This is an optimization exercise on Yosys and OpenROAD, whose aim is small area, not a production implementation. The RTL was checked by simulation tests, not by an equivalence proof against the original design. The flow treats the clock pin as an ideal source, which a real chip does not have. No activity file was given, so power comes from the tool's default toggle rates.

--- flow/run.sh ---
#!/bin/bash
# The standard layout (standard.sh, with the standard synthesis unchanged), with smaller
# buffers: synthesis buffers are removed at floorplan, every port still gets a buffer but of
# the smallest buffer cell, and the clock tree uses clkbuf_8 without dummy loads.
# make's output goes to standard_flow.log; each ORFS step logs under orfs/logs/.
set -uo pipefail
export REMOVE_ABC_BUFFERS=1
export BUFFER_PORTS_ARGS="-buffer_cell sky130_fd_sc_hd__buf_1"
export CTS_ARGS="-sink_clustering_enable -repair_clock_nets -buf_list sky130_fd_sc_hd__clkbuf_8 -dont_use_dummy_load -sink_clustering_size 30 -sink_clustering_max_diameter 100"
bash standard.sh > standard_flow.log 2>&1
--- standard.sh ---
#!/bin/bash
# synth_recipe.tcl (not shown) runs the flow's synth.tcl, then flattens the netlist and writes it again
# the make line also repeats each setting of config.mk as NAME=value (left out here)
make -C /OpenROAD-flow-scripts/flow DESIGN_CONFIG=/design/flow/config.mk WORK_HOME=/design/flow/orfs CLKGATE_MAP_FILE= SYNTH_SCRIPT=/design/flow/synth_recipe.tcl "${@:-finish}"
--- config.mk ---
export PLATFORM = sky130hd
export DESIGN_NAME = poker_table
export DESIGN_NICKNAME = poker_table
export VERILOG_FILES = /design/flow/design.v
export SDC_FILE = /design/flow/constraint.sdc
export NUM_CORES = 4
export LEC_CHECK = 0
export CAP_MARGIN = 0
export CORE_MARGIN = 2
export CORE_UTILIZATION = 40
export GPL_TIMING_DRIVEN = 0
export SLEW_MARGIN = 0
--- constraint.sdc ---
create_clock -name core_clock -period 15.0 [get_ports {clock}]
set_input_delay 3.0000 -clock core_clock [delete_from_list [all_inputs] [get_ports {clock}]]
set_output_delay 3.0000 -clock core_clock [all_outputs]
set_load 0.01 [all_outputs]
--- design.v ---
`default_nettype none
package poker_money_pkg;
	typedef logic [14:0] chip_t;	 
	typedef logic seat_t;	 
	localparam chip_t SMALL_BLIND = 15'd100;
	localparam chip_t BIG_BLIND = 15'd200;
endpackage
`default_nettype wire
`default_nettype none
package poker_flow_pkg;
	typedef enum logic [2:0] {
		ACT_CHECK = 3'd0,
		ACT_CALL = 3'd1,
		ACT_RAISE_2BB = 3'd2,
		ACT_RAISE_4BB = 3'd3,
		ACT_RAISE_6BB = 3'd4,
		ACT_ALL_IN = 3'd5,
		ACT_FOLD = 3'd6
	} action_t;
	typedef enum logic [2:0] {
		ST_PREFLOP = 3'd0,
		ST_FLOP = 3'd1,
		ST_TURN = 3'd2,
		ST_RIVER = 3'd3,
		ST_SHOWDOWN = 3'd4
	} street_t;
	typedef enum logic [1:0] {
		WIN_TIE = 2'd0,
		WIN_SEAT0 = 2'd1,
		WIN_SEAT1 = 2'd2
	} winner_t;
	typedef enum logic [3:0] {
		CS_IDLE,
		CS_RESET,
		CS_NEW_HAND,
		CS_BLINDS,
		CS_WAIT_ACTION,
		CS_APPLY,
		CS_STREET_END,
		CS_SHOWDOWN,
		CS_AWARD,
		CS_HAND_DONE,
		CS_MATCH_OVER
	} ctrl_state_t;
endpackage
`default_nettype wire
`timescale 1ns/1ps
`default_nettype none
module poker_table
#(
	parameter poker_money_pkg::chip_t START_CHIPS = 15'd2000
)
(
	input logic clock,
	input logic resetn,
	input logic start,
	input logic action_valid,
	input poker_flow_pkg::action_t action,
	input logic showdown_valid,
	input poker_flow_pkg::winner_t showdown_winner,
	output logic action_ready,
	output logic showdown_ready,
	output poker_money_pkg::seat_t to_act,
	output poker_flow_pkg::street_t street,
	output poker_money_pkg::chip_t stack0,
	output poker_money_pkg::chip_t stack1,
	output poker_money_pkg::chip_t bet0,
	output poker_money_pkg::chip_t bet1,
	output poker_money_pkg::chip_t pot,
	output logic hand_over,
	output logic match_over,
	output poker_money_pkg::seat_t match_winner
);
	typedef logic [11:0] amt_t;	 
	localparam amt_t START = amt_t'(START_CHIPS);
	localparam amt_t ALL = amt_t'(2 * START_CHIPS);
	localparam amt_t SB = amt_t'(poker_money_pkg::SMALL_BLIND);
	localparam amt_t BB = amt_t'(poker_money_pkg::BIG_BLIND);
	localparam logic [3:0] S_IDLE = 4'd15;
	localparam logic [3:0] S_RESET = 4'd8;
	localparam logic [3:0] S_NEW_HAND = 4'd3;
	localparam logic [3:0] S_BLINDS = 4'd5;
	localparam logic [3:0] S_WAIT = 4'd13;
	localparam logic [3:0] S_APPLY = 4'd10;
	localparam logic [3:0] S_STREET_END = 4'd11;
	localparam logic [3:0] S_SHOWDOWN = 4'd7;
	localparam logic [3:0] S_AWARD = 4'd4;
	localparam logic [3:0] S_HAND_DONE = 4'd0;
	localparam logic [3:0] S_MATCH_OVER = 4'd9;
	function automatic amt_t f_add(input amt_t a, input amt_t b, input logic ci);
		logic c;
		amt_t s;
		c = ci;
		for (int i = 0; i < 12; i++)
		begin
			s[i] = a[i] ^ b[i] ^ c;
			c = (a[i] & b[i]) | (c & (a[i] ^ b[i]));
		end
		f_add = s;
	endfunction
	function automatic amt_t f_sub(input amt_t a, input amt_t b);
		f_sub = f_add(a, ~b, 1'b1);
	endfunction
	function automatic logic f_ge(input amt_t a, input amt_t b);
		logic c;
		c = 1'b1;
		for (int i = 0; i < 12; i++)
			c = (a[i] & !b[i]) | (c & (a[i] | !b[i]));
		f_ge = c;
	endfunction
	logic [3:0] state, next_state;
	amt_t t0, t1, b0, b1;	 
	logic loaded;	 
	logic r_s1, r_split;	 
	logic first;	 
	logic bbs;	 
	logic [2:0] street_q;
	logic to_act_q, mw;
	amt_t s0, s1, p;
	logic z0, z1;
	assign s0 = f_sub(t0, b0);
	assign s1 = f_sub(t1, b1);
	assign p = f_sub(f_sub(ALL, t0), t1) & {12{loaded}};
	assign z0 = (s0 == '0);
	assign z1 = (s1 == '0);
	logic tt, l0, l1;
	amt_t dt;
	logic dt_c;
	always_comb
	begin
		logic c;
		c = 1'b1;
		for (int i = 0; i < 12; i++)
		begin
			dt[i] = t1[i] ^ !t0[i] ^ c;
			c = (t1[i] & !t0[i]) | (c & (t1[i] ^ !t0[i]));
		end
		dt_c = c;
	end
	assign tt = dt_c;
	assign l0 = !f_ge(b1, t0);
	assign l1 = !f_ge(b0, t1);
	logic is_raise, is_allin, is_fold;
	amt_t target;
	logic raise_ok;
	assign is_raise = (action == 3'd2) || (action == 3'd3) || (action == 3'd4);
	assign is_allin = (action == 3'd5);
	assign is_fold = (action == 3'd6);
	always_comb
	begin
		case (action)
			3'd2: target = amt_t'(2 * poker_money_pkg::BIG_BLIND);
			3'd3: target = amt_t'(4 * poker_money_pkg::BIG_BLIND);
			default: target = amt_t'(6 * poker_money_pkg::BIG_BLIND);
		endcase
	end
	logic [2:0] ge_b0, ge_b1, ge_mt;	 
	assign ge_b0 = {f_ge(b0, 12'd1200), f_ge(b0, 12'd800), f_ge(b0, 12'd400)};
	assign ge_b1 = {f_ge(b1, 12'd1200), f_ge(b1, 12'd800), f_ge(b1, 12'd400)};
	assign ge_mt = {f_ge(t0, 12'd1200), f_ge(t0, 12'd800), f_ge(t0, 12'd400)} & {f_ge(t1, 12'd1200), f_ge(t1, 12'd800), f_ge(t1, 12'd400)};
	logic [2:0] lvl;	 
	assign lvl = {action == 3'd4, action == 3'd3, action == 3'd2};
	assign raise_ok = |(lvl & ~(to_act_q ? ge_b0 : ge_b1) & ge_mt);
	logic zo, lo, use_mt;
	assign zo = to_act_q ? z0 : z1;	 
	assign lo = to_act_q ? l0 : l1;	 
	assign use_mt = is_allin && !zo;
	logic raised;
	assign raised = raise_ok || (use_mt && (to_act_q ? (tt || l1) : (!tt || l0)));
	logic nb_load;
	logic n_tg, n_t0, n_t1, n_b0, n_b1;
	assign nb_load = raise_ok || (!is_fold && (!zo || lo));
	assign n_tg = raise_ok;
	assign n_t0 = !raise_ok && (use_mt ? tt : (!to_act_q && !l0));
	assign n_t1 = !raise_ok && (use_mt ? !tt : (to_act_q && !l1));
	assign n_b0 = !raise_ok && !use_mt && to_act_q && l1;
	assign n_b1 = !raise_ok && !use_mt && !to_act_q && l0;
	logic take_action, empty;
	assign take_action = (state == S_WAIT) && action_valid;
	assign empty = z0 || z1;
	amt_t v, kv;
	assign v = r_s1 ? s0 : (r_split ? f_add({!dt_c, dt[11:1]}, ALL >> 1, 1'b0) : s1);
	assign kv = f_sub(ALL, v);
	always_comb
	begin
		next_state = state;
		case (state)
			S_IDLE, S_MATCH_OVER: if (start) next_state = S_RESET;
			S_RESET: next_state = S_NEW_HAND;
			S_NEW_HAND: next_state = empty ? S_MATCH_OVER : S_BLINDS;
			S_BLINDS: next_state = S_WAIT;
			S_WAIT:
				if (action_valid)
				begin
					if (is_fold)
						next_state = S_AWARD;
					else if (!first && !raised)
						next_state = S_STREET_END;
					else
						next_state = S_APPLY;
				end
			S_APPLY: next_state = S_WAIT;
			S_STREET_END: next_state = (street_q == 3'd3) ? S_SHOWDOWN : S_WAIT;
			S_SHOWDOWN: if (showdown_valid) next_state = S_AWARD;
			S_AWARD: next_state = S_HAND_DONE;
			S_HAND_DONE: next_state = S_NEW_HAND;
			default: next_state = S_IDLE;
		endcase
	end
	logic ld0, ld1, bl, bl0t, bl1t, hold_b;
	logic ld_t, col, aw, rst_c, hold_t;
	amt_t bl0c, bl1c;
	assign bl = (state == S_BLINDS);
	assign ld0 = take_action && !to_act_q && nb_load;
	assign ld1 = take_action && to_act_q && nb_load;
	assign bl0t = !f_ge(t0, bbs ? SB : BB);	 
	assign bl1t = !f_ge(t1, bbs ? BB : SB);
	assign bl0c = (bl && !bl0t) ? (bbs ? SB : BB) : '0;
	assign bl1c = (bl && !bl1t) ? (bbs ? BB : SB) : '0;
	assign hold_b = (state != S_RESET) && (state != S_STREET_END) && (state != S_AWARD) && !bl;
	assign col = (state == S_STREET_END);
	assign aw = (state == S_AWARD);
	assign rst_c = (state == S_RESET);
	assign hold_t = !col && !aw && !rst_c;
	amt_t b0_n, b1_n, t0_n, t1_n, tg_c;
	assign tg_c = n_tg ? target : '0;
	assign b0_n = ({12{hold_b && !ld0}} & b0) | ({12{ld0 && n_b1}} & b1) | ({12{(ld0 && n_t0) || (bl && bl0t)}} & t0)
		| ({12{ld0 && n_t1}} & t1) | (ld0 ? tg_c : '0) | bl0c;
	assign b1_n = ({12{hold_b && !ld1}} & b1) | ({12{ld1 && n_b0}} & b0) | ({12{(ld1 && n_t1) || (bl && bl1t)}} & t1)
		| ({12{ld1 && n_t0}} & t0) | (ld1 ? tg_c : '0) | bl1c;
	assign t0_n = ({12{hold_t}} & t0) | ({12{col || (aw && r_s1)}} & s0) | ({12{aw && !r_s1}} & kv) | (rst_c ? START : '0);
	assign t1_n = ({12{hold_t}} & t1) | ({12{col}} & s1) | ({12{aw && r_s1}} & kv) | ({12{aw && !r_s1}} & v) | (rst_c ? START : '0);
	always_ff @(posedge clock)
	begin
		r_s1 <= (state == S_WAIT) ? !to_act_q : (showdown_winner == 2'd2);
		r_split <= (state == S_WAIT) ? 1'b0 : (showdown_winner[0] == showdown_winner[1]);
		first <= (state == S_WAIT) ? first : (state != S_APPLY);
		if (!resetn)
		begin
			state <= S_IDLE;
			t0 <= '0;
			t1 <= '0;
			b0 <= '0;
			b1 <= '0;
			loaded <= 1'b0;
			bbs <= 1'b0;
			street_q <= 3'd0;
			to_act_q <= 1'b0;
			mw <= 1'b0;
		end
		else
		begin
			state <= next_state;
			t0 <= t0_n;
			t1 <= t1_n;
			b0 <= b0_n;
			b1 <= b1_n;
			case (state)
				S_RESET:
				begin
					loaded <= 1'b1;
					bbs <= 1'b0;
					to_act_q <= bbs;
					street_q <= 3'd0;
				end
				S_NEW_HAND:
					if (empty)
						mw <= z0;
					else
					begin
						bbs <= !bbs;
						to_act_q <= bbs;
						street_q <= 3'd0;
					end
				S_WAIT:
					if (action_valid && !is_fold && (raised || first))
						to_act_q <= !to_act_q;
				S_STREET_END:
				begin
					to_act_q <= bbs;
					street_q <= street_q + 3'd1;
				end
				default: ;
			endcase
		end
	end
	assign action_ready = (state == S_WAIT);
	assign showdown_ready = (state == S_SHOWDOWN);
	assign hand_over = (state == S_HAND_DONE);
	assign match_over = (state == S_MATCH_OVER);
	assign to_act = to_act_q;
	assign street = poker_flow_pkg::street_t'(street_q);
	assign stack0 = poker_money_pkg::chip_t'(s0);
	assign stack1 = poker_money_pkg::chip_t'(s1);
	assign bet0 = poker_money_pkg::chip_t'(b0);
	assign bet1 = poker_money_pkg::chip_t'(b1);
	assign pot = poker_money_pkg::chip_t'(p);
	assign match_winner = mw;
endmodule
`default_nettype wire
==> results.txt, run 1 <==
status=complete, no violations; 1st-iter DRT viols=771; worst-case clock buffer depth=2; IO Pins=94; Worst Path Arrival=5.63 ns; Warnings, synthesis=1; Cell Area, Synth=6090 um^2; Clock Sinks=62; Peak VDD IR=0.0930 mV; global-route wire length before repair=33.5 mm; Syn Area/Cell=8.09 um^2; Netlist cell types=75; CTS Buf Count=9; Die W=127 um; Port Buffers=78; final count of hold timing violations=0; GRT Overall Usage=26.9%; Psw=396 uW; kind of start point of the critical path=flip-flop; DP HPWL=16.4 mm; cts hold-fix bufs=0; Pint=397 uW; Setup Total Neg Slack=0 ns; DR vias/cell=6.27; CP Max Fanout=5; CP max stage delay=0.46 ns; initial core utilization=40.5%; ys flop type=dfxtp_1; worst path buffer plus inverter count=5; Worst Reg-to-Reg Cells=24; Max transition margin=11.6%; drt pass-1 iters=8; Pwr Density=121 nW/um^2; CP Capture Type=output pin; # DRC=0; Final ANT Viol Nets=0; share of layout cells above drive strength 1=4.39%; cell repeated most along the worst path=fa_1; Final Skew=0.0190 ns; die area=16200 um^2; fin nets=884; final worst path period need=8.63 ns; final setup fails=0; critical-path cell list=inv_1 -> ha_1 -> inv_1 -> fa_1 -> fa_1 -> fa_1 -> fa_1 -> fa_1 -> fa_1 -> fa_1 -> fa_1 -> inv_1 -> fa_1 -> inv_1 -> fa_1 -> xor2_1 -> xnor2_1 -> and2_1 -> buf_1; Placer Congestion=1.02; Inserted Diodes=0; sequential power share=29.6%; post-CTS sizing=0; worst slew pin tran=1.33 ns; met2 GRT Util=41.8%; Post-synth EDFFs=1; largest net degree at the start of global routing=54; Hold Crit Depth=2; CORE AREA=15000 um^2; sw frac=49.9%; Crit-path slowest cell=dfxtp_1; worst min path class=reg -> reg; fmax=0.116 GHz; area grow syn2layout=7.42%; worst skew pair latency=0.38 ns; fraction of registers with async set/reset=0%; max_cap viols=0; number of global-route vias before repair=5684; mean routed wirelength per cell=21.7 um; CTS tree=done; flop2flop setup slack=8.13 ns; H-Tree Depth=3; CP Depth=19; final max-slew violation count=0; RSZ-0062 raised after global routing=no; post-synthesis sequential area ratio=20.5%; clk slew on worst S/H paths=0.06 ns; delay-heaviest family, CP=adder cells; worst hold margin=0.484 ns; GRT busiest layer=met2; met1 GRT Util=36.8%; Worst Path Required=12.00 ns; most common cell after layout, fill and taps aside=inv_1; wirelength, routed=21.4 mm; worst setup path class=reg -> out; logic gate share of total power=55.9%; P_leak=0.00243 uW; commonest non-fill, non-tap cells in the layout=84 x inv_1, 78 x buf_1, 65 x nor2_1; fin crit share=57.5%; die height=127 um; antenna violations before repair=0; grt ovf=0; Post-Synthesis Cells=753; clk root buf=clkbuf_8; Setup Buffers After CTS=0; DR vias=6186; GRT met3 Usage=5.40%; clock share of power=14.5%; #FFs+latches synth=62; num rows=45
-- through the flow --
step                power (uW)  utilization, %  worst slack [ns]  area [um^2]  cells
floorplan                  532               -              7.10         5840    709
global placement           662            42.4              6.68         6370    975
detailed placement         668            42.6              6.69         6410    977
CTS                        787            43.4              6.29         6530    986
global route               862            43.5              6.09         6540    986
finish                     793            43.5              6.37         6540    986
-- state kept, by name, indices dropped and copies added, names as in the netlist --
signal and flops:
b0 12, b1 12, bbs 1, first 1, loaded 1, mw 1, r_s1 1, r_split 1
state 4, street_q 3, t0 12, t1 12, to_act_q 1
-- final timing paths --
path / start / endpoint
setup / recovery: t0[1]$_SDFF_PN0_ / pot[11]
hold / removal: mw$_SDFFE_PN0P_ / mw$_SDFFE_PN0P_
setup reg to reg: t1[0]$_SDFF_PN0_ / b0[10]$_SDFF_PN0_
hold reg to reg: mw$_SDFFE_PN0P_ / mw$_SDFFE_PN0P_
-- worst reg2reg max path, delay by kind of cell (launching register included) --
family,cells,cell delay [ns]
flops,1,0.39
simple gates,3,0.73
fa+ha+maj,11,3.31
compound gates,4,1.89
buf+inv,6,0.47
-- logic make-up after synthesis --
group,after synthesis,synth area share [%]
AOI/OAI and AO/OA,232,27.6
buffers and inverters,148,10.5
DFF,62,20.5
adders and majority gates,78,20.9
and+or+nand+nor,217,17.8
other,1,0.0616
muxes,5,0.863
xor gates and xnor gates,10,1.66
-- layer usage --
layer,part of all wire (%),up-vias
li1,-,2819
met1,42,2985
met2,46,337
met3,9.0,45
met4,2.8,0
met5,0,-
-- cells in the mapped netlist, types with 6 or more instances --
master | count | share of area [%]
inv_1 | 84 | 5.2
o2111ai_1 | 7 | 1.0
a221o_1 | 11 | 1.8
xnor2_1 | 7 | 1.0
o221ai_1 | 6 | 0.86
nand2_1 | 40 | 2.5
nor4_1 | 8 | 0.82
clkbuf_1 | 31 | 1.9
and2_1 | 9 | 0.92
a21oi_1 | 47 | 3.9
fa_1 | 41 | 13
o21a_1 | 6 | 0.74
nand3_1 | 28 | 2.3
nor3_1 | 11 | 0.90
nor2b_1 | 18 | 1.8
a211oi_1 | 8 | 0.99
nor2_1 | 66 | 4.1
ha_1 | 33 | 6.8
a221oi_1 | 19 | 2.7
nand4_1 | 7 | 0.72
a31oi_1 | 10 | 1.0
o21ai_0 | 33 | 2.7
a21o_1 | 6 | 0.74
a222oi_1 | 14 | 2.3
o311ai_0 | 11 | 1.6
nand2b_1 | 7 | 0.72
dfxtp_1 | 61 | 20
o22ai_1 | 18 | 1.8
buf_4 | 17 | 2.1
-- cell type report --
cell class | instances | area, um^2
Fill cell | 1605 | 8490
Sequential cell | 62 | 1250
Timing Repair Buffer | 80 | 312
Inverter | 90 | 339
Tap cell | 188 | 235
Clock buffer | 9 | 124
Multi-Input combinational cell | 557 | 4280
-- power by group through the flow --
stage	clock network, uW	registers (uW)	logic, uW
6_report	115	235	443
5_1_grt	125	239	498
4_1_cts	118	232	436
3_5_place_dp	0	236	432
3_3_place_gp	0	235	427
2_1_floorplan	0	219	313
==> run 2, diff against run 1 <==
==> flow/run.sh (replaced) <==
#!/bin/bash
# The standard layout (standard.sh, with the standard synthesis unchanged), plus:
# - after floorplan, OpenROAD's restructure re-maps the combinational logic for area
#   (flow/restructure.tcl; the registers keep their names and cells), using a copy of the
#   platform liberty without its don't-use cells (flow/filter_lib.py);
# - synthesis buffers are removed at floorplan, every port still gets a buffer but of the
#   smallest buffer cell, and the clock tree uses clkbuf_8 without dummy loads.
# make's output goes to standard_flow.log; each ORFS step logs under orfs/logs/.
set -uo pipefail
python3 flow/filter_lib.py "$FLOW_HOME/platforms/sky130hd/lib/sky130_fd_sc_hd__tt_025C_1v80.lib" \
  "$PWD/hd_nodontuse.lib" > filter_lib.log 2>&1
export RESTRUCT_LIB="$PWD/hd_nodontuse.lib"
export RESTRUCT_DIR="$PWD/restructure_work"
export POST_FLOORPLAN_TCL="$PWD/flow/restructure.tcl"
export REMOVE_ABC_BUFFERS=1
export BUFFER_PORTS_ARGS="-buffer_cell sky130_fd_sc_hd__buf_1"
export CTS_ARGS="-sink_clustering_enable -repair_clock_nets -buf_list sky130_fd_sc_hd__clkbuf_8 -dont_use_dummy_load -sink_clustering_size 30 -sink_clustering_max_diameter 100"
bash standard.sh > standard_flow.log 2>&1
==> flow/filter_lib.py (new file) <==
#!/usr/bin/env python3
# filter_lib.py IN OUT : copy a liberty file without the cells the platform marks don't-use
# (*lpflow* and *probe* on sky130hd), for the area restructuring step.
import re, sys
src = open(sys.argv[1]).read()
out = []
pos = 0
for m in re.finditer(r'\n\s*cell\s*\(\s*"?([\w]+)"?\s*\)\s*\{', src):
    if m.start() < pos:
        continue
    name = m.group(1)
    if 'lpflow' not in name and 'probe' not in name:
        continue
    # find the end of this cell group
    depth = 0
    i = m.end() - 1
    while True:
        c = src[i]
        if c == '{':
            depth += 1
        elif c == '}':
            depth -= 1
            if depth == 0:
                break
        i += 1
    out.append(src[pos:m.start()])
    pos = i + 1
out.append(src[pos:])
open(sys.argv[2], 'w').write(''.join(out))
==> flow/restructure.tcl (new file) <==
# Area recovery after floorplan: OpenROAD's restructure re-maps the combinational logic with
# ABC for area (registers are untouched), against a liberty without the don't-use cells.
# restructure drops the tie cells on constant outputs, so they are put back afterwards.
set rs_lib $::env(RESTRUCT_LIB)
set rs_dir $::env(RESTRUCT_DIR)
file mkdir $rs_dir
set block [ord::get_db_block]
set tie_master [[ord::get_db] findMaster sky130_fd_sc_hd__conb_1]

# Nets driven by tie cells, with the tie pin used
set tie_nets {}
foreach inst [$block getInsts] {
  if { [[$inst getMaster] getName] ne "sky130_fd_sc_hd__conb_1" } { continue }
  foreach pin {LO HI} {
    set it [$inst findITerm $pin]
    set net [$it getNet]
    if { $net ne "NULL" } { lappend tie_nets [list [$net getName] $pin] }
  }
}

report_design_area
for {set i 0} {$i < 2} {incr i} {
  restructure -target area -liberty_file $rs_lib \
    -tielo_port sky130_fd_sc_hd__conb_1/LO -tiehi_port sky130_fd_sc_hd__conb_1/HI \
    -work_dir $rs_dir -abc_logfile $rs_dir/abc_$i.log
  report_design_area
}

# Give every constant net that lost its tie cell a new one
set n_tie 0
foreach tn $tie_nets {
  lassign $tn net_name pin
  set net [$block findNet $net_name]
  if { $net eq "NULL" } { continue }
  set driven 0
  foreach it [$net getITerms] {
    if { [$it isOutputSignal] } { set driven 1 }
  }
  if { $driven } { continue }
  set inst [odb::dbInst_create $block $tie_master "tie_restore_$n_tie"]
  [$inst findITerm $pin] connect $net
  incr n_tie
}
puts "restructure.tcl: restored $n_tie tie cells"
report_design_area
--- a/config.mk
+++ b/config.mk
@@ -5,8 +5,8 @@
 export SDC_FILE = /design/flow/constraint.sdc
 export NUM_CORES = 4
 export LEC_CHECK = 0
-export CAP_MARGIN = 0
+export CAP_MARGIN = 20
 export CORE_MARGIN = 2
 export CORE_UTILIZATION = 40
 export GPL_TIMING_DRIVEN = 0
-export SLEW_MARGIN = 0
+export SLEW_MARGIN = 20
==> run 2 against run 1 <==
Net effect: clock skew rose by 0.0050 ns; critical path type unchanged; sequential share of layout area increased by 0.81 points; power increased by 1.8%; clock power barely moved; die area did not move; maximum frequency shrank 5.9%; largest cell class unchanged; combinational power is 5.0% higher; critical path depth is 6 higher; global-route usage grew 2.9 points.
==> results.txt, run 2 <==
CTS tree=done; Worst Path Arrival=6.17 ns (+0.54 ns); Inserted Diodes=0 (unchanged); Syn Area/Cell=8.09 um^2 (unchanged); most frequent cells after synthesis=84 x inv_1, 66 x nor2_1, 61 x dfxtp_1, 47 x a21oi_1, 41 x fa_1; worst-case clock buffer depth=2 (unchanged); Cell Area, Synth=6090 um^2 (unchanged); area grow syn2layout=3.06%; global-route wire length before repair=37.2 mm (+11%); final max-slew violation count=0 (unchanged); commonest non-fill, non-tap cells in the layout=129 x nor2_1, 109 x clkinv_1, 105 x o21ai_0; H-Tree Depth=3 (unchanged); post-synthesis sequential area ratio=20.5% (unchanged); ys flop type=dfxtp_1; final setup fails=0 (unchanged); Final Skew=0.0240 ns (+0.00499 ns); CP Capture Type=output pin; post-CTS sizing=0 (unchanged); fin nets=977 (+11%); kind of start point of the critical path=flip-flop; Netlist cell types=75 (unchanged); grt ovf=0 (unchanged); status=complete, no violations; antenna violations before repair=0 (unchanged); Max transition margin=36.8% (+25 points); initial core utilization=40.5% (unchanged); most common cell after layout, fill and taps aside=nor2_1; #FFs+latches synth=62 (unchanged); Peak VDD IR=0.0750 mV (-19%); Setup Buffers After CTS=0 (unchanged); die height=127 um (unchanged); CP Max Fanout=6 (+1); top-count cell post-synth=inv_1; Die W=127 um (unchanged); Pwr Density=129 nW/um^2 (+6.1%); Post-Place Setup Slack=6.37 ns (-0.322 ns); fill count=1644 (+2.4%); Port Buffers=78 (unchanged); 1st-iter DRT viols=976 (+27%); worst skew pair latency=0.38 ns (about the same); P_leak=0.00195 uW (-19%); wirelength, routed=24.2 mm (+13%); Post-synth EDFFs=1 (unchanged); fraction of registers with async set/reset=0% (unchanged); share of layout cells above drive strength 1=1.66% (-2.7 points); Clock Sinks=62 (unchanged); clk root buf=clkbuf_8; RSZ-0062 raised after global routing=no; Warnings, synthesis=1 (unchanged); worst slew pin tran=0.945 ns (-0.382 ns); GRT Overall Usage=29.7% (+2.9 points); Worst Path Required=12.00 ns (about the same); Placer Congestion=1.02 (-0.28%); final count of hold timing violations=0 (unchanged); Post-Synthesis Cells=753 (unchanged); Synth area leader=dfxtp_1; worst setup path class=reg -> out; CORE AREA=15000 um^2 (unchanged); Yosys top cell area share=20.0% (unchanged); Setup Total Neg Slack=0 ns (unchanged); final worst path period need=9.17 ns (+0.537 ns); cts hold-fix bufs=0 (unchanged); CTS Buf Count=9 (unchanged); # DRC=0 (unchanged); number of global-route vias before repair=6473 (+14%); drt pass-1 iters=6 (-2); num rows=45 (unchanged); worst min path class=reg -> reg; mean routed wirelength per cell=21.0 um (-3.5%); die area=16200 um^2 (unchanged); Setup WS post-layout=5.83 ns (-0.537 ns); DP HPWL=18.5 mm (+13%); flop2flop setup slack=6.32 ns (-1.81 ns); fmax=0.109 GHz (-5.9%); Final ANT Viol Nets=0 (unchanged); max_cap viols=0 (unchanged); Area contributors post-synth=dfxtp_1 20%, fa_1 13%, ha_1 6.8%; DR vias=7261 (+17%); IO Pins=94 (unchanged); fin crit share=61.1% (+3.6 points); largest net degree at the start of global routing=36 (-33%); clk slew on worst S/H paths=0.07 ns (about the same); DR vias/cell=6.30 (+0.38%)
-- run 2: cell counts after synthesis --
No cell type changed its count.
-- run 2: worst paths after layout --
kind,cells past startpoint,from,end
worst max-delay path,25,t1[0]$_SDFF_PN0_,stack1[11]
worst min-delay path,2,street_q[0]$_SDFFE_PN0P_,street_q[0]$_SDFFE_PN0P_
worst max register to register,32,t1[0]$_SDFF_PN0_,b1[7]$_SDFF_PN0_
worst min register to register,2,street_q[0]$_SDFFE_PN0P_,street_q[0]$_SDFFE_PN0P_
-- run 2: power by group --
group / internal, uW / total [uW] / switching (uW) / leakage, uW
combinational: 152 / 465 / 313 / 0.00139
sequential: 180 / 224 / 43.8 / 0.000501
clock: 53.4 / 118 / 65.1 / 0.0000647
total: 386 / 807 / 422 / 0.00195
-- run 2: through the flow --
stage / instance area (um^2) / cells / hold slack [ns] / util (%) / total power, uW
2_1_floorplan: 5840 / 709 / 0.494 / - / 532
3_3_place_gp: 6120 / 1142 / 0.532 / 40.7 / 673
3_5_place_dp: 6150 / 1144 / 0.527 / 40.9 / 674
4_1_cts: 6280 / 1153 / 0.549 / 41.8 / 794
5_1_grt: 6280 / 1153 / 0.599 / 41.8 / 863
6_report: 6280 / 1153 / 0.541 / 41.8 / 807
-- run 2: layout make-up --
cell class | count | area [um^2] | share of cell area (%)
flip-flops and latches | 62 | 1250 | 19.9
multi-input cells | 704 | 3940 | 62.8
inverters | 110 | 414 | 6.60
clock buffers | 9 | 124 | 1.97
repair buffers | 80 | 309 | 4.92
well taps | 188 | 235 | 3.75
-- run 2: layer usage --
layer  up-vias  wire, um  track usage [%]
met3        59      2250             4.06
li1       3485         -                -
met4         0       896             12.9
met1      3301     10400             41.4
met5         -         0                0
met2       416     10700             45.9
-- run 2: worst max-delay path, cell delays in order (launching register included) --
cell	delay [ns]
dfxtp_1	0.48
clkinv_1	0.22
nand2_1	0.17
clkinv_1	0.09
o21ai_0	0.27
nor2_1	0.09
o21ai_0	0.29
nor2_1	0.09
o21ai_0	0.41
nor2b_1	0.22
o22ai_1	0.11
nand2_1	0.11
o21ai_0	0.18
nor2b_1	0.19
o22ai_1	0.22
nor2_1	0.08
o21ai_0	0.36
nor2_1	0.10
o21ai_0	0.38
nor2_1	0.09
o21ai_0	0.35
nor2_1	0.07
o21ai_0	0.24
a2bb2oi_1	0.66
clkinv_1	0.14
buf_1	0.16
-- run 2: cell families after synthesis --
logic type      synth area share (%)
fa+ha+maj                       20.9
xor+xnor                        1.66
mux                            0.863
flops                           20.5
other cells                   0.0616
compound gates                  27.6
simple gates                    17.8
buf+inv                         10.5
==> run 3, diff against run 2 <==
==> flow/run.sh (replaced) <==
#!/bin/bash
# The standard layout (standard.sh, with the standard synthesis unchanged), plus:
# - after floorplan, OpenROAD's restructure re-maps the combinational logic for area
#   (flow/restructure.tcl; the registers keep their names and cells), using a copy of the
#   platform liberty without its don't-use cells (flow/filter_lib.py);
# - synthesis buffers are removed at floorplan, every port still gets a buffer but of the
#   smallest buffer cell;
# - the clock tree is built by hand before CTS (flow/clocktree.tcl): a root clock buffer and six
#   leaf clock buffers, one per sixth of the registers.
# make's output goes to standard_flow.log; each ORFS step logs under orfs/logs/.
set -uo pipefail
python3 flow/filter_lib.py "$FLOW_HOME/platforms/sky130hd/lib/sky130_fd_sc_hd__tt_025C_1v80.lib" \
  "$PWD/hd_nodontuse.lib" > filter_lib.log 2>&1
export RESTRUCT_LIB="$PWD/hd_nodontuse.lib"
export RESTRUCT_DIR="$PWD/restructure_work"
export POST_FLOORPLAN_TCL="$PWD/flow/restructure.tcl"
export REMOVE_ABC_BUFFERS=1
export BUFFER_PORTS_ARGS="-buffer_cell sky130_fd_sc_hd__buf_1"
export PRE_CTS_TCL="$PWD/flow/clocktree.tcl"
export CTS_ARGS="-sink_clustering_enable -repair_clock_nets -buf_list sky130_fd_sc_hd__clkbuf_8 -dont_use_dummy_load -clk_nets clock"
bash standard.sh > standard_flow.log 2>&1
==> flow/clocktree.tcl (new file) <==
# Clock tree by hand, run before CTS: the registers are split into six groups by position
# (a median cut in x, then each half in three by y), each driven by one leaf clock buffer at
# the group's centre, and one root clock buffer, fed by the clock port, drives the leaves. CTS then finds a
# single sink on the clock port's net and leaves the tree as it is.
set leaf_cell sky130_fd_sc_hd__clkbuf_8
set root_cell sky130_fd_sc_hd__clkbuf_4
set block [ord::get_db_block]
set db [ord::get_db]
set clk_net [$block findNet clock]

proc inst_center { inst } {
  set bb [$inst getBBox]
  return [list [expr {([$bb xMin] + [$bb xMax]) / 2}] [expr {([$bb yMin] + [$bb yMax]) / 2}]]
}
proc centroid { items } {
  set sx 0; set sy 0
  foreach it $items { lassign [lindex $it 1] x y; set sx [expr {$sx + $x}]; set sy [expr {$sy + $y}] }
  set n [llength $items]
  return [list [expr {$sx / $n}] [expr {$sy / $n}]]
}
proc place_at { inst xy } {
  lassign $xy x y
  set m [$inst getMaster]
  $inst setLocation [expr {$x - [$m getWidth] / 2}] [expr {$y - [$m getHeight] / 2}]
  $inst setPlacementStatus PLACED
}

# Clock sinks with their positions
set sinks {}
foreach it [$clk_net getITerms] {
  lappend sinks [list $it [inst_center [$it getInst]]]
}
set sinks [lsort -integer -index {1 0} $sinks]
set half [expr {[llength $sinks] / 2}]
set groups {}
foreach part [list [lrange $sinks 0 [expr {$half - 1}]] [lrange $sinks $half end]] {
  set part [lsort -integer -index {1 1} $part]
  set n [llength $part]
  set a [expr {$n / 3}]
  set b [expr {(2 * $n) / 3}]
  lappend groups [lrange $part 0 [expr {$a - 1}]] [lrange $part $a [expr {$b - 1}]] [lrange $part $b end]
}

set root [odb::dbInst_create $block [$db findMaster $root_cell] clktree_root]
set root_net [odb::dbNet_create $block clktree_root_net]
$root_net setSigType CLOCK
[$root findITerm A] connect $clk_net
[$root findITerm X] connect $root_net
place_at $root [centroid $sinks]

set k 0
foreach g $groups {
  set leaf [odb::dbInst_create $block [$db findMaster $leaf_cell] clktree_leaf_$k]
  set leaf_net [odb::dbNet_create $block clktree_leaf_net_$k]
  $leaf_net setSigType CLOCK
  foreach s $g {
    set it [lindex $s 0]
    $it disconnect
    $it connect $leaf_net
  }
  [$leaf findITerm A] connect $root_net
  [$leaf findITerm X] connect $leaf_net
  place_at $leaf [centroid $g]
  puts "clocktree.tcl: leaf $k drives [llength $g] clock pins"
  incr k
}
==> run 3 against run 2 <==
Net effect: via count shrank 0.81%; die area unchanged; flip-flop and latch count is the same; clock skew decreased by 0.0094 ns; global-route usage shrank 0.89 points; first-iteration DRC count decreased by 6.4%; synthesized cell count did not move; utilization decreased by 0.22 points; power is 1.8% lower; combinational power about the same; synthesized area did not move; sequential share of layout area up 0.11 points; critical path type unchanged; largest cell class unchanged.
==> results.txt, run 3 <==
fin area=6240 um^2 (-0.54%); Crit-path slowest cell=a2bb2oi_1; GRT busiest layer=met2; post-CTS sizing=0 (unchanged); sequential power share=28.1% (+0.4 points); Worst Path Required=12.00 ns (about the same); share of layout cells above drive strength 1=1.45% (-0.20 points); fmax=0.108 GHz (-0.80%); post-synthesis sequential area ratio=20.5% (unchanged); Setup Buffers After CTS=0 (unchanged); final core utilization=41.5% (-0.22 points); initial core utilization=40.5% (unchanged); final max-slew violation count=0 (unchanged); main combinational cell family by area after synthesis=compound AO/OA/AOI/OAI gates; Netlist cell types=75 (unchanged); Final ANT Viol Nets=0 (unchanged); flop2flop setup slack=6.33 ns (about the same); CP Capture Type=output pin; mean routed wirelength per cell=21.0 um (+0.22%); number of global-route vias before repair=6510 (+0.57%); Max transition margin=36.1% (-0.69 points); global-route wire length before repair=37.2 mm (about the same); worst skew pair latency=0.47 ns (+0.09 ns); Post-synth EDFFs=1 (unchanged); Port Buffers=78 (unchanged); grt ovf=0 (unchanged); RSZ-0062 raised after global routing=no; worst setup path class=reg -> out; fraction of registers with async set/reset=0% (unchanged); Pint=371 uW (-3.9%); delay-heaviest family, CP=compound AO/OA/AOI/OAI gates; drt pass-1 iters=6 (unchanged); adder-cell area share of the yosys netlist=20.9% (unchanged); reg2reg end=b1[7]$_SDFF_PN0_; 1st-iter DRT viols=914 (-6.4%); DP Area=6150 um^2 (unchanged); clk slew on worst S/H paths=0.07 ns (about the same); cts hold-fix bufs=0 (unchanged); fin crit share=61.6% (+0.49 points); wirelength, routed=24.2 mm (about the same); most frequent cells after synthesis=84 x inv_1, 66 x nor2_1, 61 x dfxtp_1, 47 x a21oi_1, 41 x fa_1; Worst Path Arrival=6.24 ns (+0.07 ns); worst min path class=reg -> reg; max_cap viols=0 (unchanged); commonest non-fill, non-tap cells in the layout=129 x nor2_1, 109 x clkinv_1, 105 x o21ai_0; top-count cell post-synth=inv_1; Inserted Diodes=0 (unchanged); #FFs+latches synth=62 (unchanged); worst path buffer plus inverter count=4 (unchanged); num rows=45 (unchanged); die area=16200 um^2 (unchanged); status=complete, no violations; Setup Total Neg Slack=0 ns (unchanged); Pwr Density=127 nW/um^2 (-1.3%); hold endpoint=street_q[0]$_SDFFE_PN0P_; Placer Congestion=1.02 (unchanged); Synth area leader=dfxtp_1; most common cell after layout, fill and taps aside=nor2_1; DR vias/cell=6.26 (-0.64%); CORE AREA=15000 um^2 (unchanged); final setup fails=0 (unchanged); GRT met3 Usage=2.64% (-1.4 points); cell repeated most along the worst path=o21ai_0; sw frac=53.3% (+1.0 points); Finished Layout Cells=1151 (-0.17%); kind of start point of the critical path=flip-flop; CP max stage delay=0.68 ns (+0.02 ns); Post-Synthesis Cells=753 (unchanged); Warnings, synthesis=1 (unchanged); Peak VDD IR=0.0745 mV (-0.60%); Final Skew=0.0146 ns (-0.00945 ns); DP HPWL=18.5 mm (unchanged); clock share of power=13.2% (-1.5 points); Area contributors post-synth=dfxtp_1 20%, fa_1 13%, ha_1 6.8%; ys flop type=dfxtp_1; P_leak=0.00194 uW (-0.87%); placed insts=1144 (unchanged); final count of hold timing violations=0 (unchanged); Worst Reg-to-Reg Cells=32 (unchanged); Hold Crit Depth=2 (unchanged); Critical R2R Launch=t1[0]$_SDFF_PN0_; Die W=127 um (unchanged); worst slew pin tran=0.951 ns (+0.00659 ns); die height=127 um (unchanged); # DRC=0 (unchanged); CP Max Fanout=6 (unchanged); Compound-Gate Fraction of Synth Area=27.6% (unchanged); DR vias=7202 (-0.81%); Yosys top cell area share=20.0% (unchanged); final worst path period need=9.24 ns (+0.0742 ns); fin nets=975 (-0.20%); Psw=422 uW (about the same); antenna violations before repair=0 (unchanged); largest net degree at the start of global routing=36 (unchanged); XOR/XNOR Fraction of Synth Area=1.66% (unchanged); IO Pins=94 (unchanged); met1 GRT Util=41.0% (-0.41 points); mux share of post-synthesis cell area=0.863% (unchanged); Syn Area/Cell=8.09 um^2 (unchanged); met2 GRT Util=46.4% (+0.53 points); simple-gate share of the synthesized area=17.8% (unchanged); GRT Overall Usage=28.8% (-0.89 points); hold_sp=street_q[0]$_SDFFE_PN0P_; Cell Area, Synth=6090 um^2 (unchanged); logic gate share of total power=58.7% (+1.1 points); area grow syn2layout=2.51%
==> run 3: kinds of logic (layout without fill, tap and decap cells) <==
kind of cell | Yosys count | in the layout
AO/OA/AOI/OAI | 232 | 408
buffers and inverters | 148 | 197
other | 1 | 15
XOR/XNOR | 10 | 4
flip-flops | 62 | 62
multiplexers | 5 | 0
adder cells (fa/ha/maj) | 78 | 0
AND/OR/NAND/NOR | 217 | 277
==> run 3: how the worst max path moves through the flow <==
| stage | from | slack, ns | cells after the start | endpoint |
|---|---|---|---|---|
| final | t1[0]$_SDFF_PN0_ | 5.76 | 25 | stack1[11] |
| after global routing | t1[0]$_SDFF_PN0_ | 4.90 | 25 | stack1[11] |
| after global placement | t1[0]$_SDFF_PN0_ | 5.59 | 30 | b0[9]$_SDFF_PN0_ |
| after CTS | t1[0]$_SDFF_PN0_ | 6.35 | 25 | stack1[11] |
| after detailed placement | t1[0]$_SDFF_PN0_ | 6.37 | 25 | stack1[11] |
| after floorplan | t0[1]$_SDFF_PN0_ | 7.10 | 18 | pot[11] |
==> run 3: through the flow <==
stage	total power, uW	hold WS (ns)	setup slack (ns)
after floorplan	532	0.494	7.10
after global placement	673	0.532	5.59
after detailed placement	674	0.527	6.37
after CTS	746	0.531	6.35
after global routing	845	0.599	4.90
final	793	0.538	5.76
==> run 3: layout make-up <==
type / instances / area, um^2
Buffer: 7 / 90.1
Fill cell: 1649 / 8790
Multi-Input combinational cell: 704 / 3940
Tap cell: 188 / 235
Sequential cell: 62 / 1250
Timing Repair Buffer: 80 / 309
Inverter: 110 / 414
==> run 3: worst min-delay path, delay by kind of cell, from the launching register on <==
kind               cells  cell delay (ns)
AOI/OAI and AO/OA      1             0.08
and+or+nand+nor        1             0.08
DFF                    1             0.35
==> run 3: per-layer routing <==
layer | vias up | share of wire (%)
li1 | 3480 | -
met1 | 3297 | 44
met2 | 369 | 45
met3 | 56 | 8.3
met4 | 0 | 3.5
met5 | - | 0
==> run 3: power by group through the flow <==
stage | clock, uW | combinational [uW] | sequential (uW)
after floorplan | 0 | 313 | 219
after global placement | 0 | 447 | 225
after detailed placement | 0 | 449 | 225
after CTS | 69.5 | 451 | 225
after global routing | 112 | 507 | 226
final | 104 | 465 | 223
==> run 4, diff against run 3 <==
==> flow/run.sh (replaced) <==
#!/bin/bash
# The standard layout (standard.sh, with the standard synthesis unchanged), plus:
# - after floorplan, OpenROAD's restructure re-maps the combinational logic for area; the
#   registers keep their names and cells. Three candidates (restructure run 1, 2 or 3 times,
#   flow/restructure_cand.tcl) are made from the same floorplan and the smallest one is kept.
#   restructure reads a copy of the platform liberty without its don't-use cells
#   (flow/filter_lib.py);
# - synthesis buffers are removed at floorplan, every port still gets a buffer but of the
#   smallest buffer cell;
# - the clock tree is built by hand before CTS (flow/clocktree.tcl): a root clock buffer and six
#   leaf clock buffers, one per sixth of the registers.
# Each tool's output goes to a log of its own here; each ORFS step also logs under orfs/logs/.
set -uo pipefail
RES="$PWD/orfs/results/$FLOW_PLATFORM/poker_table/base"
python3 flow/filter_lib.py "$FLOW_HOME/platforms/sky130hd/lib/sky130_fd_sc_hd__tt_025C_1v80.lib" \
  "$PWD/hd_nodontuse.lib" > filter_lib.log 2>&1
export REMOVE_ABC_BUFFERS=1
export BUFFER_PORTS_ARGS="-buffer_cell sky130_fd_sc_hd__buf_1"
export PRE_CTS_TCL="$PWD/flow/clocktree.tcl"
export CTS_ARGS="-sink_clustering_enable -repair_clock_nets -buf_list sky130_fd_sc_hd__clkbuf_8 -dont_use_dummy_load -clk_nets clock"

bash standard.sh "$RES/2_1_floorplan.odb" > standard_flow_floorplan.log 2>&1

best=""
best_area=""
if [[ -f "$RES/2_1_floorplan.odb" ]]; then
  cp "$RES/2_1_floorplan.odb" "$PWD/floorplan_before_restructure.odb"
  for k in 1 2 3; do
    RS_PLATFORM_LIB="$FLOW_HOME/platforms/sky130hd/lib/sky130_fd_sc_hd__tt_025C_1v80.lib" \
    RS_IN="$PWD/floorplan_before_restructure.odb" RS_SDC="$RES/2_1_floorplan.sdc" \
    RESTRUCT_LIB="$PWD/hd_nodontuse.lib" RESTRUCT_DIR="$PWD/restructure_work_$k" \
    RS_ITERS=$k RS_OUT="$PWD/restructure_cand_$k.odb" \
      openroad -no_init -exit flow/restructure_cand.tcl > restructure_cand_$k.log 2>&1 &
  done
  wait
  for k in 1 2 3; do
    a=$(sed -n 's/^restructure_cand: area //p' restructure_cand_$k.log)
    if [[ -n "$a" && -f "restructure_cand_$k.odb" ]]; then
      if [[ -z "$best" ]] || python3 -c "import sys; sys.exit(0 if $a < $best_area else 1)"; then
        best=$k; best_area=$a
      fi
    fi
  done
  echo "restructure candidates: kept $best (area $best_area)" > restructure_choice.log
  if [[ -n "$best" ]]; then
    cp "restructure_cand_$best.odb" "$RES/2_1_floorplan.odb"
  fi
fi

bash standard.sh > standard_flow.log 2>&1
==> flow/restructure_cand.tcl (new file) <==
# One area-recovery candidate for the floorplan: OpenROAD's restructure re-maps the
# combinational logic with ABC for area (registers are untouched), RS_ITERS times in a row,
# against a liberty without the platform's don't-use cells. restructure drops the tie cells on
# constant outputs, so they are put back. Writes the result to RS_OUT and prints its cell area.
read_liberty $::env(RS_PLATFORM_LIB)
read_db $::env(RS_IN)
read_sdc $::env(RS_SDC)

set rs_lib $::env(RESTRUCT_LIB)
set rs_dir $::env(RESTRUCT_DIR)
set iters $::env(RS_ITERS)
file mkdir $rs_dir
set block [ord::get_db_block]
set tie_master [[ord::get_db] findMaster sky130_fd_sc_hd__conb_1]

proc cell_area { block } {
  set a 0
  foreach inst [$block getInsts] {
    set m [$inst getMaster]
    set a [expr {$a + [$m getWidth] * [$m getHeight]}]
  }
  return [expr {$a / 1e6}]
}

# Nets driven by tie cells, with the tie pin used
set tie_nets {}
foreach inst [$block getInsts] {
  if { [[$inst getMaster] getName] ne "sky130_fd_sc_hd__conb_1" } { continue }
  foreach pin {LO HI} {
    set net [[$inst findITerm $pin] getNet]
    if { $net ne "NULL" } { lappend tie_nets [list [$net getName] $pin] }
  }
}

puts "restructure_cand: start area [cell_area $block]"
for {set i 0} {$i < $iters} {incr i} {
  restructure -target area -liberty_file $rs_lib \
    -tielo_port sky130_fd_sc_hd__conb_1/LO -tiehi_port sky130_fd_sc_hd__conb_1/HI \
    -work_dir $rs_dir -abc_logfile $rs_dir/abc_$i.log
}

# Give every constant net that lost its tie cell a new one
set n_tie 0
foreach tn $tie_nets {
  lassign $tn net_name pin
  set net [$block findNet $net_name]
  if { $net eq "NULL" } { continue }
  set driven 0
  foreach it [$net getITerms] {
    if { [$it isOutputSignal] } { set driven 1 }
  }
  if { $driven } { continue }
  set inst [odb::dbInst_create $block $tie_master "tie_restore_$n_tie"]
  [$inst findITerm $pin] connect $net
  incr n_tie
}
puts "restructure_cand: restored $n_tie tie cells"
puts "restructure_cand: area [cell_area $block]"
write_db $::env(RS_OUT)
removed: flow/restructure.tcl
==> run 4 against run 3 <==
Net effect: still clean on timing, DRC and antenna; clock power hardly changed; first-iteration DRC count up 4.8%; cell count fell by 0.96%; critical path depth is 9 higher; sequential power increased by 2%; clock skew is 0.0093 ns higher; register-to-register slack lost 0.45 ns; die area unchanged; critical endpoint is now b1[7]$_SDFF_PN0_; largest cell class unchanged; highest routed layer unchanged.
==> results.txt, run 4 <==
status=complete, no violations; Area contributors post-synth=dfxtp_1 20%, fa_1 13%, ha_1 6.8%; final max-slew violation count=0 (unchanged); Setup Total Neg Slack=0 ns (unchanged); final worst path period need=9.12 ns (-0.123 ns); Compound-Gate Fraction of Synth Area=27.6% (unchanged); clk slew on worst S/H paths=0.09 ns (+0.02 ns); max_cap viols=0 (unchanged); area grow syn2layout=2.22%; initial core utilization=40.5% (unchanged); sequential power share=27.3% (-0.8 points); antenna violations before repair=1 (+1); Syn Area/Cell=8.09 um^2 (unchanged); cell repeated most along the worst path=o21ai_0; fin nets=963 (-1.2%); mux share of post-synthesis cell area=0.863% (unchanged); cts hold-fix bufs=0 (unchanged); IO Pins=94 (unchanged); RSZ-0062 raised after global routing=no; Pwr Density=133 nW/um^2 (+4.9%); Netlist cell types=75 (unchanged); worst skew pair latency=0.46 ns (about the same); CP Capture Type=flip-flop; Worst Path Arrival=9.49 ns (+3.25 ns); Peak VDD IR=0.0974 mV (+31%); Final ANT Viol Nets=0 (unchanged); Cell Area, Synth=6090 um^2 (unchanged); DP Area=6130 um^2 (-0.33%); final setup fails=0 (unchanged); Die W=127 um (unchanged); CP Max Fanout=9 (+3); post-CTS sizing=0 (unchanged); post-synthesis sequential area ratio=20.5% (unchanged); final count of hold timing violations=0 (unchanged); fraction of registers with async set/reset=0% (unchanged); XOR/XNOR Fraction of Synth Area=1.66% (unchanged); Crit-path slowest cell=o21ai_1; Post-Synthesis Cells=753 (unchanged); most frequent cells after synthesis=84 x inv_1, 66 x nor2_1, 61 x dfxtp_1, 47 x a21oi_1, 41 x fa_1; logic gate share of total power=60.3% (+1.6 points); Yosys top cell area share=20.0% (unchanged); Setup Buffers After CTS=0 (unchanged); Synth area leader=dfxtp_1; die area=16200 um^2 (unchanged); num rows=45 (unchanged); P_leak=0.00196 uW (+1.4%); Max transition margin=25.4% (-11 points); sw frac=54.0% (+0.75 points); mean routed wirelength per cell=21.3 um (+1.4%); share of layout cells above drive strength 1=1.37% (-0.087 points); Port Buffers=78 (unchanged); Pint=381 uW (+2.9%); fin area=6230 um^2 (-0.28%); kind of start point of the critical path=flip-flop; number of global-route vias before repair=6457 (-0.81%); CP max stage delay=0.73 ns (+0.05 ns); worst setup path class=reg -> reg; 1st-iter DRT viols=958 (+4.8%); grt ovf=0 (unchanged); Psw=448 uW (+6.1%); worst slew pin tran=1.12 ns (+0.164 ns); DR vias=7247 (+0.62%); #FFs+latches synth=62 (unchanged); ys flop type=dfxtp_1; Post-Place Setup Slack=6.38 ns (+0.00279 ns); # DRC=0 (unchanged); Final Skew=0.0239 ns (+0.00927 ns); adder-cell area share of the yosys netlist=20.9% (unchanged); final core utilization=41.4% (-0.12 points); DP HPWL=18.7 mm (+1.0%); DR vias/cell=6.36 (+1.6%); main combinational cell family by area after synthesis=compound AO/OA/AOI/OAI gates; drt pass-1 iters=8 (+2); largest net degree at the start of global routing=44 (+22%); wirelength, routed=24.3 mm (+0.39%); simple-gate share of the synthesized area=17.8% (unchanged); CORE AREA=15000 um^2 (unchanged); worst min path class=reg -> reg; clock share of power=12.3% (-0.9 points); most common cell after layout, fill and taps aside=nor2_1; top-count cell post-synth=inv_1; fin crit share=60.8% (-0.82 points); fmax=0.110 GHz (+1.3%); Warnings, synthesis=1 (unchanged); Setup WS post-layout=5.88 ns (+0.123 ns); Placer Congestion=0.972 (-4.6%); die height=127 um (unchanged); Post-synth EDFFs=1 (unchanged); GRT Overall Usage=28.8% (-0.053 points); commonest non-fill, non-tap cells in the layout=137 x nor2_1, 111 x clkinv_1, 105 x o21ai_0; Worst Path Required=15.37 ns (+3.37 ns); global-route wire length before repair=37.1 mm (-0.20%)
==> run 4: cell count changes in the layout (fill, tap and decap cells not counted), moves of 5 or more <==
cell / change
a21oi_1: -12
a221oi_1: +5
a2bb2oi_1: +5
nand2_1: -9
nor2_1: +8
nor3_1: -6
o21a_1: -6
o22ai_1: -7
==> run 4: final timing paths <==
check                                  end                      from  slack [ns]  cells after the start
setup reg to reg          b1[7]$_SDFF_PN0_          t0[1]$_SDFF_PN0_        5.88                     34
setup / recovery          b1[7]$_SDFF_PN0_          t0[1]$_SDFF_PN0_        5.88                     34
hold / removal    street_q[0]$_SDFFE_PN0P_  street_q[0]$_SDFFE_PN0P_        0.53                      2
hold reg to reg   street_q[0]$_SDFFE_PN0P_  street_q[0]$_SDFFE_PN0P_        0.53                      2
==> run 4: kinds of logic after synthesis <==
kind of cell               count (synthesis)
buffers and inverters                    148
DFF                                       62
adders and majority gates                 78
other                                      1
AOI/OAI and AO/OA                        232
and+or+nand+nor                          217
muxes                                      5
xor gates and xnor gates                  10
==> run 4: layout make-up <==
type                       count  area [um^2]
buffer                         7         90.1
multi-input combinational    691         3930
tap                          188          235
inverter                     112          422
antenna                        1         2.50
fill                        1640         8810
sequential                    62         1250
timing repair buffer          79          298
==> run 4: power by group through the flow <==
stage,Clock [uW],Combinational [uW],Sequential (uW)
CTS,69.5,483,228
global placement,0,479,228
floorplan,0,313,219
detailed placement,0,481,228
global route,110,547,229
finish,102,500,227
==> run 4: routing by layer <==
layer,GRT usage (%),up-vias,wire length [um]
li1,-,3458,-
met1,40.4,3271,10300
met2,44.6,434,10300
met3,3.69,84,2470
met4,11.8,0,1200
met5,0,-,0
==> run 4: critical path: cells and delay by family, from the launching register on <==
family / cells / cell delay [ns]
buffers and inverters: 4 / 1.36
AOI/OAI and AO/OA: 15 / 4.78
and+or+nand+nor: 15 / 2.43
DFF: 1 / 0.48
==> run 4: stage by stage <==
step / hold slack [ns] / cells / power, uW
finish: 0.534 / 1140 / 829
detailed placement: 0.530 / 1132 / 709
global placement: 0.521 / 1131 / 707
global route: 0.601 / 1140 / 886
CTS: 0.531 / 1139 / 781
floorplan: 0.494 / 709 / 532
==> run 5, diff against run 4 <==
--- a/flow/run.sh
+++ b/flow/run.sh
@@ -6,7 +6,7 @@
 #   restructure reads a copy of the platform liberty without its don't-use cells
 #   (flow/filter_lib.py);
 # - synthesis buffers are removed at floorplan, every port still gets a buffer but of the
-#   smallest buffer cell;
+#   smallest buffer cell; the constant outputs share one tie cell;
 # - the clock tree is built by hand before CTS (flow/clocktree.tcl): a root clock buffer and six
 #   leaf clock buffers, one per sixth of the registers.
 # Each tool's output goes to a log of its own here; each ORFS step also logs under orfs/logs/.
@@ -15,6 +15,7 @@
 python3 flow/filter_lib.py "$FLOW_HOME/platforms/sky130hd/lib/sky130_fd_sc_hd__tt_025C_1v80.lib" \
   "$PWD/hd_nodontuse.lib" > filter_lib.log 2>&1
 export REMOVE_ABC_BUFFERS=1
+export SKIP_REPAIR_TIE_FANOUT=1
 export BUFFER_PORTS_ARGS="-buffer_cell sky130_fd_sc_hd__buf_1"
 export PRE_CTS_TCL="$PWD/flow/clocktree.tcl"
 export CTS_ARGS="-sink_clustering_enable -repair_clock_nets -buf_list sky130_fd_sc_hd__clkbuf_8 -dont_use_dummy_load -clk_nets clock"
==> run 5 against run 4 <==
Net effect: first-iteration DRC count shrank 12%; die area is the same; power shrank 0.20%; clock skew shrank 0.0076 ns; sequential power is essentially flat; synthesized cell count is the same; cell count shrank 1.2%; critical path depth is the same; combinational power is essentially flat; flip-flop and latch count is the same; largest cell class unchanged; highest routed layer unchanged.
==> results.txt, run 5 <==
simple-gate share of the synthesized area=17.8% (unchanged); Cell Area, Synth=6090 um^2 (unchanged); Setup WS post-layout=5.92 ns (+0.0375 ns); # DRC=0 (unchanged); Setup Buffers After CTS=0 (unchanged); worst slew pin tran=1.14 ns (+0.0280 ns); worst skew pair latency=0.46 ns (about the same); Post-Synthesis Cells=753 (unchanged); CP Launch Point=t0[1]$_SDFF_PN0_; CP Capture Type=flip-flop; fin nets=950 (-1.3%); largest net degree at the start of global routing=44 (unchanged); Syn Area/Cell=8.09 um^2 (unchanged); top-count cell post-synth=inv_1; max_cap viols=0 (unchanged); antenna violations before repair=0 (-1); Pwr Density=134 nW/um^2 (+0.57%); XOR/XNOR Fraction of Synth Area=1.66% (unchanged); die area=16200 um^2 (unchanged); wirelength, routed=24.2 mm (-0.39%); GRT Overall Usage=28.9% (+0.13 points); Die W=127 um (unchanged); Area contributors post-synth=dfxtp_1 20%, fa_1 13%, ha_1 6.8%; Post-synth EDFFs=1 (unchanged); share of layout cells above drive strength 1=1.49% (+0.13 points); fmax=0.110 GHz (+0.41%); drt pass-1 iters=6 (-2); final count of hold timing violations=0 (unchanged); global-route wire length before repair=37.2 mm (+0.13%); IO Pins=94 (unchanged); final setup fails=0 (unchanged); fraction of registers with async set/reset=0% (unchanged); mux share of post-synthesis cell area=0.863% (unchanged); Netlist cell types=75 (unchanged); Peak VDD IR=0.0997 mV (+2.4%); Final Skew=0.0162 ns (-0.00764 ns); Final ANT Viol Nets=0 (unchanged); CP Max Fanout=9 (unchanged); die height=127 um (unchanged); status=complete, no violations; clk slew on worst S/H paths=0.09 ns (about the same); RSZ-0062 raised after global routing=no; Critical R2R Launch=t0[1]$_SDFF_PN0_; DR vias/cell=6.40 (+0.70%); CP max stage delay=0.74 ns (about the same); cts hold-fix bufs=0 (unchanged); adder-cell area share of the yosys netlist=20.9% (unchanged); num rows=45 (unchanged); initial core utilization=40.5% (unchanged); area grow syn2layout=1.44%; worst min path class=reg -> reg; ys flop type=dfxtp_1; CORE AREA=15000 um^2 (unchanged); DR vias=7208 (-0.54%); most frequent cells after synthesis=84 x inv_1, 66 x nor2_1, 61 x dfxtp_1, 47 x a21oi_1, 41 x fa_1; Worst Path Required=15.38 ns (about the same); Warnings, synthesis=1 (unchanged); final max-slew violation count=0 (unchanged); post-synthesis sequential area ratio=20.5% (unchanged); number of global-route vias before repair=6389 (-1.1%); total power=827 uW (-0.20%); Worst Path Arrival=9.46 ns (-0.03 ns); main combinational cell family by area after synthesis=compound AO/OA/AOI/OAI gates; hold_sp=street_q[0]$_SDFFE_PN0P_; 1st-iter DRT viols=842 (-12%); grt ovf=0 (unchanged); #FFs+latches synth=62 (unchanged); worst setup path class=reg -> reg; kind of start point of the critical path=flip-flop; Inserted Diodes=0 (-1); Setup Total Neg Slack=0 ns (unchanged); cell repeated most along the worst path=o21ai_0; Max transition margin=23.8% (-1.6 points); most common cell after layout, fill and taps aside=nor2_1; Post-Place Setup Slack=6.43 ns (+0.0513 ns); Placer Congestion=1.01 (+3.8%); Compound-Gate Fraction of Synth Area=27.6% (unchanged); final worst path period need=9.08 ns (-0.0375 ns); DP HPWL=18.9 mm (+0.74%); Port Buffers=78 (unchanged); Crit-path slowest cell=o21ai_1; Yosys top cell area share=20.0% (unchanged); fin crit share=60.5% (-0.25 points); commonest non-fill, non-tap cells in the layout=137 x nor2_1, 111 x clkinv_1, 105 x o21ai_0; P_leak=0.00192 uW (-2.0%); post-CTS sizing=0 (unchanged); Synth area leader=dfxtp_1; mean routed wirelength per cell=21.5 um (+0.85%)
## run 5: cell counts after synthesis
No cell type changed its count.
## run 5: final timing paths
path	end	slack, ns	cells past startpoint
worst max-delay path	b1[7]$_SDFF_PN0_	5.92	34
worst min-delay path	street_q[0]$_SDFFE_PN0P_	0.55	2
worst max register to register	b1[7]$_SDFF_PN0_	5.92	34
worst min register to register	street_q[0]$_SDFFE_PN0P_	0.55	2
## run 5: per-layer routing
metal / up-vias / global-route usage [%] / wire length (um)
met5: - / 0 / 0
met4: 0 / 7.89 / 697
met3: 56 / 2.39 / 2150
met2: 408 / 46.2 / 10700
met1: 3298 / 41.8 / 10700
li1: 3446 / - / -
## run 5: through the flow
step	utilization, %	cells	cell area, um^2	hold WS [ns]
final	41.1	1126	6180	0.546
after global routing	41.1	1126	6180	0.589
after CTS	41.1	1126	6180	0.537
after detailed placement	40.5	1119	6090	0.533
after global placement	40.3	1117	6050	0.520
after floorplan	-	695	5790	0.494
## run 5: cells by family after synthesis
kind of cell | after synthesis
compound gates | 232
simple gates | 217
buf+inv | 148
fa+ha+maj | 78
flops | 62
xor+xnor | 10
mux | 5
other cells | 1
## run 5: layout make-up
cell class | instances | area, um^2
timing repair buffer | 80 | 305
fill | 1660 | 8850
buffer | 7 | 90.1
tap | 188 | 235
inverter | 112 | 422
multi-input combinational | 677 | 3870
sequential | 62 | 1250
## run 5: worst max-delay path: cells and delay by family, from the launching register on
kind | cells | cell delay (ns)
DFF | 1 | 0.49
and+or+nand+nor | 15 | 2.48
buffers and inverters | 4 | 1.31
AOI/OAI and AO/OA | 15 | 4.74
## run 5: report_power, final
| part | internal, uW | switching, uW | leakage (uW) | total (uW) |
|---|---|---|---|---|
| Clock | 38.5 | 64.2 | 0.0000477 | 103 |
| Sequential | 181 | 45.1 | 0.000501 | 226 |
| Combinational | 164 | 335 | 0.00137 | 499 |
| Total | 383 | 445 | 0.00192 | 827 |

-- separate check: timing with driven ports --
In the flow no input, the clock included, has a driving cell. The finished layouts below were timed again as built, in two steps. Step 1: set_driving_cell puts a clkbuf_16 on clock and a buf_2 on each other input, an assumption about the parent block. Step 2 adds t to the input delays and takes it off the output delays; t is the mean of the earliest and latest rising clock arrival at the registers after step 1. Input paths then give back, and output paths get back, about the clock's delay inside the block. Three values: ideal, step 1, step 2; two values: the first two.
| run | shift t [ns] | setup slack, ns | worst hold slack (ns) | latest minus earliest clock arrival (ns) | cell pins on the clock port's net |
|---|---|---|---|---|---|
| run 1 | 0.404 | 6.369 / 6.333 / 6.738 | 0.484 / 0.484 / 0.484 | 0.019 / 0.019 | 1 |
| run 2 | 0.401 | 5.832 / 5.796 / 6.197 | 0.541 / 0.541 / 0.541 | 0.024 / 0.024 | 1 |
| run 3 | 0.493 | 5.758 / 5.724 / 6.217 | 0.538 / 0.538 / 0.538 | 0.015 / 0.015 | 1 |
| run 4 | 0.477 | 5.881 / 5.881 / 5.881 | 0.534 / 0.534 / 0.534 | 0.024 / 0.024 | 1 |
| run 5 | 0.483 | 5.918 / 5.898 / 5.918 | 0.546 / 0.546 / 0.546 | 0.016 / 0.016 | 1 |
After both steps every run listed still meets setup and hold.
